This design comes from an exercise in tuning for small area, a short achievable clock period and few clock cycles per item on the open sky130 flow, not from production work. RTL that was checked went through simulation tests only; none was proved equivalent to the original.

== the baseline ==
// ccu_muldiv_seq
module ccu_muldiv_seq (
    input  logic        clk,
    input  logic        rst,
    input  logic        start,
    input  logic [7:0]  alu_mode,
    input  logic [31:0] src1,
    input  logic [31:0] src2,
    input  logic        flush,
    output logic        stall,
    output logic        done,
    output logic [31:0] result,
    output logic        ccu_ans_mux_sel,
    output logic [1:0]  state_dbg
);
Size: roughly 110 I/O pins.
Settings: LEC_CHECK=0, CAP_MARGIN=20, CORE_MARGIN=2, CORE_UTILIZATION=40, SLEW_MARGIN=20; clock period 10.5 ns.
standard.sh (not shown) runs the stock make flow with config.mk's settings and CLKGATE_MAP_FILE= SYNTH_SCRIPT=/design/flow/synth_recipe.tcl, a recipe that flattens the netlist after the stock synthesis.
==> flow/flow/run.sh <==
#!/bin/bash
set -euo pipefail
bash standard.sh "BUFFER_PORTS_ARGS=-buffer_cell sky130_fd_sc_hd__buf_4" SETUP_SLACK_MARGIN=5.5 finish > standard_flow.log 2>&1
Testbench counts of the baseline, summed over its fixed seeds: cycles 20,920, items 3,200.
## Diff of input files: the candidate against the baseline
- CORE_UTILIZATION changed from 40 to 50
==> flow/flow/run.sh <==
#!/bin/bash
set -euo pipefail
bash standard.sh "BUFFER_PORTS_ARGS=-buffer_cell sky130_fd_sc_hd__buf_4" SETUP_SLACK_MARGIN=5.2 finish > standard_flow.log 2>&1
--- outcome ---
- The baseline: all stages complete, timing, DRC and antenna checks passed
- The candidate: done, clean on timing, DRC and antenna
- The candidate vs the baseline — final worst clock skew dropped 0.0058 ns.
- The candidate vs. the baseline: buffer count from post-CTS setup fixing went down by 7.
- Critical path class: in -> reg -> the candidate, in -> out -> the baseline
- Worst slack at placement (lower): the candidate
- Summary of the candidate over the baseline: area growth from synthesis to layout -3.8 points.

---

ccu_muldiv_seq again, from the RTL that the note above started with.
clock: 10.5 ns
lec_check: 0
cap_margin: 20
core_margin: 2
core_utilization: 50
slew_margin: 20
==> flow/flow/run.sh <==
#!/bin/bash
set -euo pipefail
bash standard.sh "BUFFER_PORTS_ARGS=-buffer_cell sky130_fd_sc_hd__buf_4" SETUP_SLACK_MARGIN=5.5 finish > standard_flow.log 2>&1
The baseline ran to the end with no violations.
Testbench counts at the start, summed over its fixed seeds: cycles 20,920, items 3,200.
==> next run, changes <==
==> flow/flow/run.sh (replaced) <==
#!/bin/bash
set -euo pipefail
bash standard.sh "BUFFER_PORTS_ARGS=-buffer_cell sky130_fd_sc_hd__buf_4" SETUP_SLACK_MARGIN=5.8 finish > standard_flow.log 2>&1
Settings changed: CORE_UTILIZATION 50 to 40.
=>
- worst setup slack loses 0.23 ns
- wire length went up by 6.1%
- worst hold slack is about the same
- utilization decreases by 7.0 points
- final area is higher by 9.6%
- register-to-register slack improves by 0.11 ns
==> next run, changes <==
==> flow/flow/run.sh (replaced) <==
#!/bin/bash
set -euo pipefail
bash standard.sh "BUFFER_PORTS_ARGS=-buffer_cell sky130_fd_sc_hd__buf_4" SETUP_SLACK_MARGIN=5.2 finish > standard_flow.log 2>&1
Result: Register-to-register slack loses 0.24 ns; worst hold slack degrades by 0.024 ns; cell count decreases by 3.3%; routed wire length fell by 3.2%; clock skew is about the same; clock-buffer cell count fell by 1; die area is unchanged.

---

## run 1
Another version of the RTL of ccu_muldiv_seq (not shown whole).
Size: ~2700 cells after synthesis, about 170 flip-flops, about 110 I/O pins, about 20000 µm² of cells after synthesis.
Settings: LEC_CHECK=0, CAP_MARGIN=20, CORE_MARGIN=2, CORE_UTILIZATION=45, SLEW_MARGIN=20; clock period 10.5 ns.
==> flow/flow/run.sh <==
#!/bin/bash
set -euo pipefail
bash standard.sh "BUFFER_PORTS_ARGS=-buffer_cell sky130_fd_sc_hd__buf_4" SETUP_SLACK_MARGIN=5.5 finish > standard_flow.log 2>&1
For run 2, these inputs were changed with respect to run 1:
# run 1
export LEC_CHECK = 0
export CAP_MARGIN = 20
export CORE_MARGIN = 2
export CORE_UTILIZATION = 45
export SLEW_MARGIN = 20
create_clock -name core_clock -period 10.5 [get_ports {clk}]
# run 2
export LEC_CHECK = 0
export CAP_MARGIN = 20
export CORE_MARGIN = 2
export CORE_UTILIZATION = 50
export SLEW_MARGIN = 20
create_clock -name core_clock -period 10.5 [get_ports {clk}]
- Both conditions hold for run 2: the flow ran to the end and the final layout passed the timing, DRC and antenna checks.
- Run 2 ends up with lower detailed placement HPWL than run 1 does.
- In the tables for run 1 and run 2, utilization after layout reads lower with run 1.
- Comparing non-clock buffer instance count of the final layout for run 1 and run 2, the smaller number came from run 2.
For run 3, these inputs were changed with respect to run 2:
# run 2
export LEC_CHECK = 0
export CAP_MARGIN = 20
export CORE_MARGIN = 2
export CORE_UTILIZATION = 50
export SLEW_MARGIN = 20
create_clock -name core_clock -period 10.5 [get_ports {clk}]
# run 3
export LEC_CHECK = 0
export CAP_MARGIN = 20
export CORE_MARGIN = 2
export CORE_UTILIZATION = 40
export SLEW_MARGIN = 20
create_clock -name core_clock -period 10.5 [get_ports {clk}]
Findings:
- Looking at run 3 and run 2, the routed wire length is a wash.
- Run 2 leaves more setup margin than run 3.
- Data arrival at the endpoint of the critical path: run 3 vs run 2 up 140 ps
- Compared with run 2, in run 3 number of antenna violations at the first check in global routing lost 4; clock period minus worst slack increased 140 ps; flip-flop and latch share of the layout cell area moved down.
Function was not checked in any run of this note: the RTL went through the layout flow alone.

==> what the ideal ports hide <==
Ports are ideal in the flow. The routed layouts listed here were re-timed in OpenROAD. Step 1, drivers: a clkbuf_16 drives clk and a buf_2 each remaining input, both assumed. Step 2 moves the port delays by t, midway between the first and last clock arrival at a register: inputs arrive t later, outputs are due t later. That takes back most of the time a late clock gives input paths. Three values: no drivers, after step 1, after step 2; two values: the first two.
run | t (ns) | slack for setup (ns) | hold WS [ns] | cell pins on the clock port's net
the baseline | 0.557 | 5.184 / 5.149 / 4.899 | 0.585 / 0.585 / 0.585 | 1
the candidate | 0.565 | 5.107 / 5.144 / 4.579 | 0.625 / 0.625 / 0.625 | 1
the first run of note 2 | 0.552 | 5.439 / 5.428 / 4.907 | 0.613 / 0.613 / 0.613 | 1
the second run of note 2 | 0.565 | 5.208 / 5.173 / 4.886 | 0.610 / 0.610 / 0.610 | 1
the third run of note 2 | 0.561 | 5.200 / 5.189 / 4.664 | 0.585 / 0.585 / 0.585 | 1
run 1 | 0.559 | 4.863 / 4.800 / 4.964 | 0.556 / 0.556 / 0.556 | 1
run 2 | 0.559 | 4.786 / 4.724 / 4.975 | 0.542 / 0.542 / 0.542 | 1
run 3 | 0.566 | 4.650 / 4.593 / 4.801 | 0.580 / 0.580 / 0.580 | 1
After both steps every run listed still meets setup and hold. The setup slack of the third run of note 2, which loses most, moves by -0.011 ns with the drivers and by -0.536 ns with both steps.
